Context: an optimization exercise on an open-source flow, tuned for small area. The choices shown serve that exercise and are no tape-out recipe.
Only simulation tests tie the RTL to the original design; equivalence was not proved.
Power and IR drop assume default switching activity.

==> run P: inputs <==
==> flow/design.v <==
package alu_operand_regfile_pkg;
    localparam int unsigned REG_DATA_W = 32;
    localparam int unsigned REG_ADDR_W = 5;
    localparam logic [REG_ADDR_W-1:0] REG_ZERO = 5'd0;
    typedef enum logic [2:0] {
        ALU_AND = 3'b000,
        ALU_XOR = 3'b001,
        ALU_ADD = 3'b010,
        ALU_MUL = 3'b011,
        ALU_SRA = 3'b101,
        ALU_SUB = 3'b110,
        ALU_SLL = 3'b111
    } alu_ctrl_e;
endpackage
module regfile_read_port
#(
    parameter int unsigned DATA_W = alu_operand_regfile_pkg::REG_DATA_W,
    parameter int unsigned ADDR_W = alu_operand_regfile_pkg::REG_ADDR_W
) (
    input  logic [ADDR_W-1:0]               rd_addr_i,
    input  logic [(2**ADDR_W)*DATA_W-1:0]   mem_flat_i,
    input  logic                            phase_i,
    output logic [DATA_W-1:0]               rd_data_o
);
    localparam int unsigned DEPTH = 2 ** ADDR_W;
    logic [DEPTH-1:0] sel;
    logic             flip;
    regfile_read_decode #(.ADDR_W(ADDR_W)) u_dec (
        .addr_i  (rd_addr_i),
        .phase_i (phase_i),
        .sel_o   (sel),
        .flip_o  (flip)
    );
    for (genvar b = 0; b < DATA_W; b++) begin : g_bit
        logic [DEPTH-1:0] col;
        for (genvar i = 0; i < DEPTH; i++) begin : g_col
            assign col[i] = mem_flat_i[i*DATA_W + b];
        end
        regfile_read_bit #(.DEPTH(DEPTH)) u_bit (
            .sel_i  (sel),
            .col_i  (col),
            .flip_i (flip),
            .bit_o  (rd_data_o[b])
        );
    end
endmodule
module regfile_read_decode
#(
    parameter int unsigned ADDR_W = alu_operand_regfile_pkg::REG_ADDR_W
) (
    input  logic [ADDR_W-1:0]      addr_i,
    input  logic                   phase_i,
    output logic [2**ADDR_W-1:0]   sel_o,
    output logic                   flip_o
);
    localparam int unsigned LO_W = 2;
    localparam int unsigned HI_W = ADDR_W - LO_W;
    logic [2**LO_W-1:0] lo;
    logic [2**HI_W-1:0] hi;
    always_comb begin
        for (int j = 0; j < 2**LO_W; j++) begin
            lo[j] = (addr_i[LO_W-1:0] == j[LO_W-1:0]);
        end
        for (int k = 0; k < 2**HI_W; k++) begin
            hi[k] = (addr_i[ADDR_W-1:LO_W] == k[HI_W-1:0]);
        end
    end
    assign sel_o[0] = 1'b0;
    for (genvar i = 1; i < 2**ADDR_W; i++) begin : g_sel
        regfile_and2 u_sel (
            .a_i (lo[i % (2**LO_W)]),
            .b_i (hi[i / (2**LO_W)]),
            .y_o (sel_o[i])
        );
    end
    assign flip_o = phase_i && (addr_i != '0);
endmodule
module regfile_and2 (
    input  logic a_i,
    input  logic b_i,
    output logic y_o
);
    assign y_o = a_i & b_i;
endmodule
module regfile_read_bit
#(
    parameter int unsigned DEPTH = 32
) (
    input  logic [DEPTH-1:0] sel_i,
    input  logic [DEPTH-1:0] col_i,
    input  logic             flip_i,
    output logic             bit_o
);
    localparam int unsigned NGRP = (DEPTH - 1 + 2) / 3;
    logic [NGRP-1:0] grp_n;
    for (genvar g = 0; g < NGRP; g++) begin : g_grp
        if (3*g + 3 < DEPTH) begin : g_three
            regfile_aoi3 u_aoi (
                .s_i (sel_i[3*g+3:3*g+1]),
                .d_i (col_i[3*g+3:3*g+1]),
                .y_o (grp_n[g])
            );
        end else if (3*g + 2 < DEPTH) begin : g_two
            regfile_aoi2 u_aoi (
                .s_i (sel_i[3*g+2:3*g+1]),
                .d_i (col_i[3*g+2:3*g+1]),
                .y_o (grp_n[g])
            );
        end else begin : g_one
            regfile_aoi1 u_aoi (
                .s_i (sel_i[3*g+1]),
                .d_i (col_i[3*g+1]),
                .y_o (grp_n[g])
            );
        end
    end
    localparam int unsigned NRED = (NGRP + 3) / 4;
    logic [NRED-1:0] red;
    logic            any;
    for (genvar r = 0; r < NRED; r++) begin : g_red
        localparam int unsigned LO = 4 * r;
        localparam int unsigned HI = (4 * r + 3 < NGRP) ? 4 * r + 3 : NGRP - 1;
        regfile_nand #(.N(HI - LO + 1)) u_nand (
            .a_i (grp_n[HI:LO]),
            .y_o (red[r])
        );
    end
    regfile_or #(.N(NRED)) u_or (
        .a_i (red),
        .y_o (any)
    );
    regfile_xor u_flip (
        .a_i (any),
        .b_i (flip_i),
        .y_o (bit_o)
    );
endmodule
module regfile_nand #(
    parameter int unsigned N = 4
) (
    input  logic [N-1:0] a_i,
    output logic         y_o
);
    assign y_o = ~&a_i;
endmodule
module regfile_or #(
    parameter int unsigned N = 3
) (
    input  logic [N-1:0] a_i,
    output logic         y_o
);
    assign y_o = |a_i;
endmodule
module regfile_xor (
    input  logic a_i,
    input  logic b_i,
    output logic y_o
);
    assign y_o = a_i ^ b_i;
endmodule
module regfile_aoi3 (
    input  logic [2:0] s_i,
    input  logic [2:0] d_i,
    output logic       y_o
);
    assign y_o = ~|(s_i & d_i);
endmodule
module regfile_aoi2 (
    input  logic [1:0] s_i,
    input  logic [1:0] d_i,
    output logic       y_o
);
    assign y_o = ~|(s_i & d_i);
endmodule
module regfile_aoi1 (
    input  logic s_i,
    input  logic d_i,
    output logic y_o
);
    assign y_o = ~(s_i & d_i);
endmodule
module alu_operand_regfile
#(
    parameter int unsigned           DATA_W  = alu_operand_regfile_pkg::REG_DATA_W,
    parameter int unsigned           ADDR_W  = alu_operand_regfile_pkg::REG_ADDR_W
) (
    input  logic                 clk_i,
    input  logic                 rst_i,
    input  logic [ADDR_W-1:0]    RS1addr_i,
    input  logic [ADDR_W-1:0]    RS2addr_i,
    input  logic [ADDR_W-1:0]    RDaddr_i,
    input  logic [DATA_W-1:0]    RDdata_i,
    input  logic                 RegWrite_i,
    output logic [DATA_W-1:0]    RS1data_o,
    output logic [DATA_W-1:0]    RS2data_o,
    input  logic [ADDR_W-1:0]    dbg_addr_i,
    output logic [DATA_W-1:0]    dbg_data_o,
    output logic [31:0]          wr_count_o
);
    localparam int unsigned DEPTH = 2 ** ADDR_W;
    logic [DEPTH*DATA_W-1:0] mem_flat;
    logic [DATA_W-1:0]       wdata_n;
    logic                    phase_q;
    logic                    phase_d;
    logic [31:0]             wr_count_q;
    logic                    wr_fire;
    assign wr_fire = RegWrite_i && (RDaddr_i != alu_operand_regfile_pkg::REG_ZERO[ADDR_W-1:0]);
    assign phase_d = !rst_i && !phase_q;
    always_ff @(posedge clk_i) begin
        phase_q <= phase_d;
    end
    logic rst_n;
    assign rst_n = !rst_i;
    for (genvar b = 0; b < DATA_W; b++) begin : g_col
        logic same;
        regfile_xnor2 u_same (
            .a_i (RDdata_i[b]),
            .b_i (phase_q),
            .y_o (same)
        );
        regfile_nand2 u_drv (
            .a_i (same),
            .b_i (rst_n),
            .y_o (wdata_n[b])
        );
    end
    logic [3:0] wr_lo;
    logic [7:0] wr_hi;
    always_comb begin
        for (int j = 0; j < 4; j++) begin
            wr_lo[j] = RegWrite_i && (RDaddr_i[1:0] == j[1:0]);
        end
        for (int k = 0; k < 8; k++) begin
            wr_hi[k] = (RDaddr_i[4:2] == k[2:0]);
        end
    end
    assign mem_flat[DATA_W-1:0] = '0;
    for (genvar i = 1; i < DEPTH; i++) begin : g_row
        logic [DATA_W-1:0] row_q;
        logic [DATA_W-1:0] row_d;
        logic              row_en;
        logic              row_en_n;
        regfile_row_en u_en (
            .lo_i    (wr_lo[i % 4]),
            .hi_i    (wr_hi[i / 4]),
            .rst_i   (rst_i),
            .lo_n_i  (!wr_lo[i % 4]),
            .hi_n_i  (!wr_hi[i / 4]),
            .rst_n_i (rst_n),
            .en_o    (row_en),
            .en_n_o  (row_en_n)
        );
        for (genvar b = 0; b < DATA_W; b++) begin : g_bit
            regfile_store_bit u_sb (
                .en_i      (row_en),
                .en_n_i    (row_en_n),
                .wdata_n_i (wdata_n[b]),
                .q_i       (row_q[b]),
                .d_o       (row_d[b])
            );
        end
        always_ff @(posedge clk_i) begin
            row_q <= row_d;
        end
        assign mem_flat[i*DATA_W +: DATA_W] = row_q;
    end
    always_ff @(posedge clk_i) begin
        if (rst_i) begin
            wr_count_q <= '0;
        end else if (wr_fire) begin
            wr_count_q <= wr_count_q + 32'd1;
        end
    end
    assign wr_count_o = wr_count_q;
    regfile_read_port #(.DATA_W(DATA_W), .ADDR_W(ADDR_W)) u_rs1_port (
        .rd_addr_i  (RS1addr_i),
        .mem_flat_i (mem_flat),
        .phase_i    (phase_q),
        .rd_data_o  (RS1data_o)
    );
    regfile_read_port #(.DATA_W(DATA_W), .ADDR_W(ADDR_W)) u_rs2_port (
        .rd_addr_i  (RS2addr_i),
        .mem_flat_i (mem_flat),
        .phase_i    (phase_q),
        .rd_data_o  (RS2data_o)
    );
    regfile_read_port #(.DATA_W(DATA_W), .ADDR_W(ADDR_W)) u_dbg_port (
        .rd_addr_i  (dbg_addr_i),
        .mem_flat_i (mem_flat),
        .phase_i    (phase_q),
        .rd_data_o  (dbg_data_o)
    );
endmodule
module regfile_row_en (
    input  logic lo_i,
    input  logic hi_i,
    input  logic rst_i,
    input  logic lo_n_i,
    input  logic hi_n_i,
    input  logic rst_n_i,
    output logic en_o,
    output logic en_n_o
);
    assign en_o   = (lo_i && hi_i) || rst_i;
    assign en_n_o = (lo_n_i || hi_n_i) && rst_n_i;
endmodule
module regfile_xnor2 (
    input  logic a_i,
    input  logic b_i,
    output logic y_o
);
    assign y_o = ~(a_i ^ b_i);
endmodule
module regfile_nand2 (
    input  logic a_i,
    input  logic b_i,
    output logic y_o
);
    assign y_o = ~(a_i & b_i);
endmodule
module regfile_store_bit (
    input  logic en_i,
    input  logic en_n_i,
    input  logic wdata_n_i,
    input  logic q_i,
    output logic d_o
);
    assign d_o = ~((en_n_i | wdata_n_i) & (en_i | q_i));
endmodule
==> flow/run.sh <==
#!/bin/bash
# synth_recipe.tcl (not shown) runs the flow's synth.tcl, then flattens the netlist and writes it again
# the make line also repeats each setting of config.mk as NAME=value (left out here)
make -C /OpenROAD-flow-scripts/flow DESIGN_CONFIG=/design/flow/config.mk WORK_HOME=/design/flow/orfs CLKGATE_MAP_FILE= SYNTH_SCRIPT=/design/flow/synth_recipe.tcl finish
==> flow/config.mk <==
export PLATFORM = sky130hd
export DESIGN_NAME = alu_operand_regfile
export DESIGN_NICKNAME = alu_operand_regfile
export VERILOG_FILES = /design/flow/design.v
export SDC_FILE = /design/flow/constraint.sdc
export NUM_CORES = 4
export LEC_CHECK = 0
export CAP_MARGIN = 20
export CELL_PAD_IN_SITES_DETAIL_PLACEMENT = 1
export CELL_PAD_IN_SITES_GLOBAL_PLACEMENT = 2
export CORE_MARGIN = 2
export CORE_UTILIZATION = 40
export CTS_BUF_LIST = sky130_fd_sc_hd__clkbuf_8
export CTS_CLUSTER_DIAMETER = 60
export CTS_CLUSTER_SIZE = 15
export SLEW_MARGIN = 20
export SYNTH_HIERARCHICAL = 1
export SYNTH_MINIMUM_KEEP_SIZE = 0
==> flow/constraint.sdc <==
create_clock -name core_clock -period 10.0 [get_ports {clk_i}]
set_input_delay 2.0000 -clock core_clock [delete_from_list [all_inputs] [get_ports {clk_i}]]
set_output_delay 2.0000 -clock core_clock [all_outputs]
set_load 0.01 [all_outputs]
==> run R: changes against run P <==
--- a/flow/design.v
+++ b/flow/design.v
@@ -246,5 +246,2 @@
             .rst_i   (rst_i),
-            .lo_n_i  (!wr_lo[i % 4]),
-            .hi_n_i  (!wr_hi[i / 4]),
-            .rst_n_i (rst_n),
             .en_o    (row_en),
@@ -266,8 +263,16 @@
     end
+    logic [32:0] cnt_carry;
+    logic [31:0] cnt_d;
+    assign cnt_carry[0] = wr_fire;
+    for (genvar i = 0; i < 32; i++) begin : g_cnt
+        regfile_count_bit u_cb (
+            .q_i     (wr_count_q[i]),
+            .carry_i (cnt_carry[i]),
+            .rst_i   (rst_i),
+            .d_o     (cnt_d[i]),
+            .carry_o (cnt_carry[i+1])
+        );
+    end
     always_ff @(posedge clk_i) begin
-        if (rst_i) begin
-            wr_count_q <= '0;
-        end else if (wr_fire) begin
-            wr_count_q <= wr_count_q + 32'd1;
-        end
+        wr_count_q <= cnt_d;
     end
@@ -293,2 +298,33 @@
 endmodule
+module regfile_count_bit (
+    input  logic q_i,
+    input  logic carry_i,
+    input  logic rst_i,
+    output logic d_o,
+    output logic carry_o
+);
+    logic sum_n;
+    regfile_xnor2 u_sum (
+        .a_i (q_i),
+        .b_i (carry_i),
+        .y_o (sum_n)
+    );
+    regfile_and2 u_carry (
+        .a_i (q_i),
+        .b_i (carry_i),
+        .y_o (carry_o)
+    );
+    regfile_nor2 u_clr (
+        .a_i (sum_n),
+        .b_i (rst_i),
+        .y_o (d_o)
+    );
+endmodule
+module regfile_nor2 (
+    input  logic a_i,
+    input  logic b_i,
+    output logic y_o
+);
+    assign y_o = ~(a_i | b_i);
+endmodule
 module regfile_row_en (
@@ -297,5 +333,2 @@
     input  logic rst_i,
-    input  logic lo_n_i,
-    input  logic hi_n_i,
-    input  logic rst_n_i,
     output logic en_o,
@@ -303,4 +336,28 @@
 );
-    assign en_o   = (lo_i && hi_i) || rst_i;
-    assign en_n_o = (lo_n_i || hi_n_i) && rst_n_i;
+    logic en;
+    regfile_en_gate u_en (
+        .lo_i  (lo_i),
+        .hi_i  (hi_i),
+        .rst_i (rst_i),
+        .en_o  (en)
+    );
+    regfile_inv u_en_n (
+        .a_i (en),
+        .y_o (en_n_o)
+    );
+    assign en_o = en;
+endmodule
+module regfile_en_gate (
+    input  logic lo_i,
+    input  logic hi_i,
+    input  logic rst_i,
+    output logic en_o
+);
+    assign en_o = (lo_i && hi_i) || rst_i;
+endmodule
+module regfile_inv (
+    input  logic a_i,
+    output logic y_o
+);
+    assign y_o = !a_i;
 endmodule
==> flow/flow/run.sh (new file) <==
#!/bin/bash
set -euo pipefail
bash standard.sh synth > synth.log 2>&1
export BUFFER_PORTS_ARGS="-buffer_cell sky130_fd_sc_hd__buf_1"
export CTS_ARGS="-sink_clustering_enable -repair_clock_nets -dont_use_dummy_load -buf_list sky130_fd_sc_hd__clkbuf_4 -sink_clustering_size 9 -sink_clustering_max_diameter 45"
bash standard.sh floorplan > floorplan.log 2>&1
bash standard.sh place > place.log 2>&1
bash standard.sh cts > cts.log 2>&1
bash standard.sh > route_finish.log 2>&1
test -s out/final.def
==> flow/standard.sh (new file) <==
#!/bin/bash
# synth_recipe.tcl (not shown) runs the flow's synth.tcl, then flattens the netlist and writes it again
# the make line also repeats each setting of config.mk as NAME=value (left out here)
make -C /OpenROAD-flow-scripts/flow DESIGN_CONFIG=/design/flow/config.mk WORK_HOME=/design/flow/orfs CLKGATE_MAP_FILE= SYNTH_SCRIPT=/design/flow/synth_recipe.tcl "${@:-finish}"
- CORE_UTILIZATION: 40 -> 50
- CTS_BUF_LIST: sky130_fd_sc_hd__clkbuf_8 -> sky130_fd_sc_hd__clkbuf_4
- CTS_CLUSTER_DIAMETER: 60 -> 45
- CTS_CLUSTER_SIZE: 15 -> 9
removed: flow/run.sh
==> run summary <==
Run status: run R complete, no violations; run P complete, no violations
Count of filler cells inserted in the layout: run R 9244; run P 11540
Number of standard cells in the final layout excluding fillers: run R 5491; run P 5800
Post-Place Setup Slack: run R 2.037 ns; run P 2.080 ns
Internal power contribution: run R 5.803 mW; run P 6.524 mW
Clock Power Share: run R 23.9%; run P 29.8%
Beginning of the worst register-to-register path: run R wr_count_q[0]; run P wr_count_q[13]
Fraction of area in registers: run R 44.08%; run P 41.75%
Multi-input combinational cell area: run R 0.02167 sq mm; run P 0.02233 sq mm
Clock-cell share of area: run R 2.354%; run P 4.432%
Proportion of layout cells with a drive suffix above 1: run R 9.122%; run P 9.202%
Portion of total power attributed to sequential cells: run R 57.3%; run P 51.7%
End point of the worst hold path: run R g_row[29].row_q[3]; run P g_row[14].row_q[13]
Worst-path clk slew: run R 0.06 ns; run P 0.09 ns
Most repeated library cell on the critical path: run R buf_1; run P clkdlybuf4s50_1
Max Clock Skew: run R 0.07425 ns; run P 0.04399 ns
Static power due to leakage: run R 16.51 nW; run P 17.05 nW
Met2 Use GR: run R 70.61%; run P 61.21%
Worst Min Path Start: run R g_row[29].row_q[3]; run P g_row[14].row_q[13]
Vertical extent of the die: run R 294.3 um; run P 330.7 um
R2R depth: run R 33; run P 4

-- static timing again, ports no longer ideal --
How much do the figures lean on ideal ports? The routed layouts below were timed once more, with nothing changed but the port constraints. Step 1 assumes that a clkbuf_16 drives the clock port and a buf_2 every other input. Step 2 adds t to the input delays and takes it off the output delays; t is the mean of the earliest and latest rising clock arrival at the registers after step 1. Input paths then give back, and output paths get back, about the clock's delay inside the block. Three values: no drivers, after step 1, after step 2; two values: the first two.
| run | t, ns | setup WS [ns] | worst data-port slew with drivers (ns) |
|---|---|---|---|
| run P | 0.899 | 1.728 / 1.675 / 1.675 | 0.14 |
| run R | 1.199 | 2.406 / 2.327 / 1.955 | 0.09 |
After both steps setup and hold are still met in every run listed. The setup slack of run R, which loses most, moves by -0.079 ns with the drivers and by -0.451 ns with both steps.
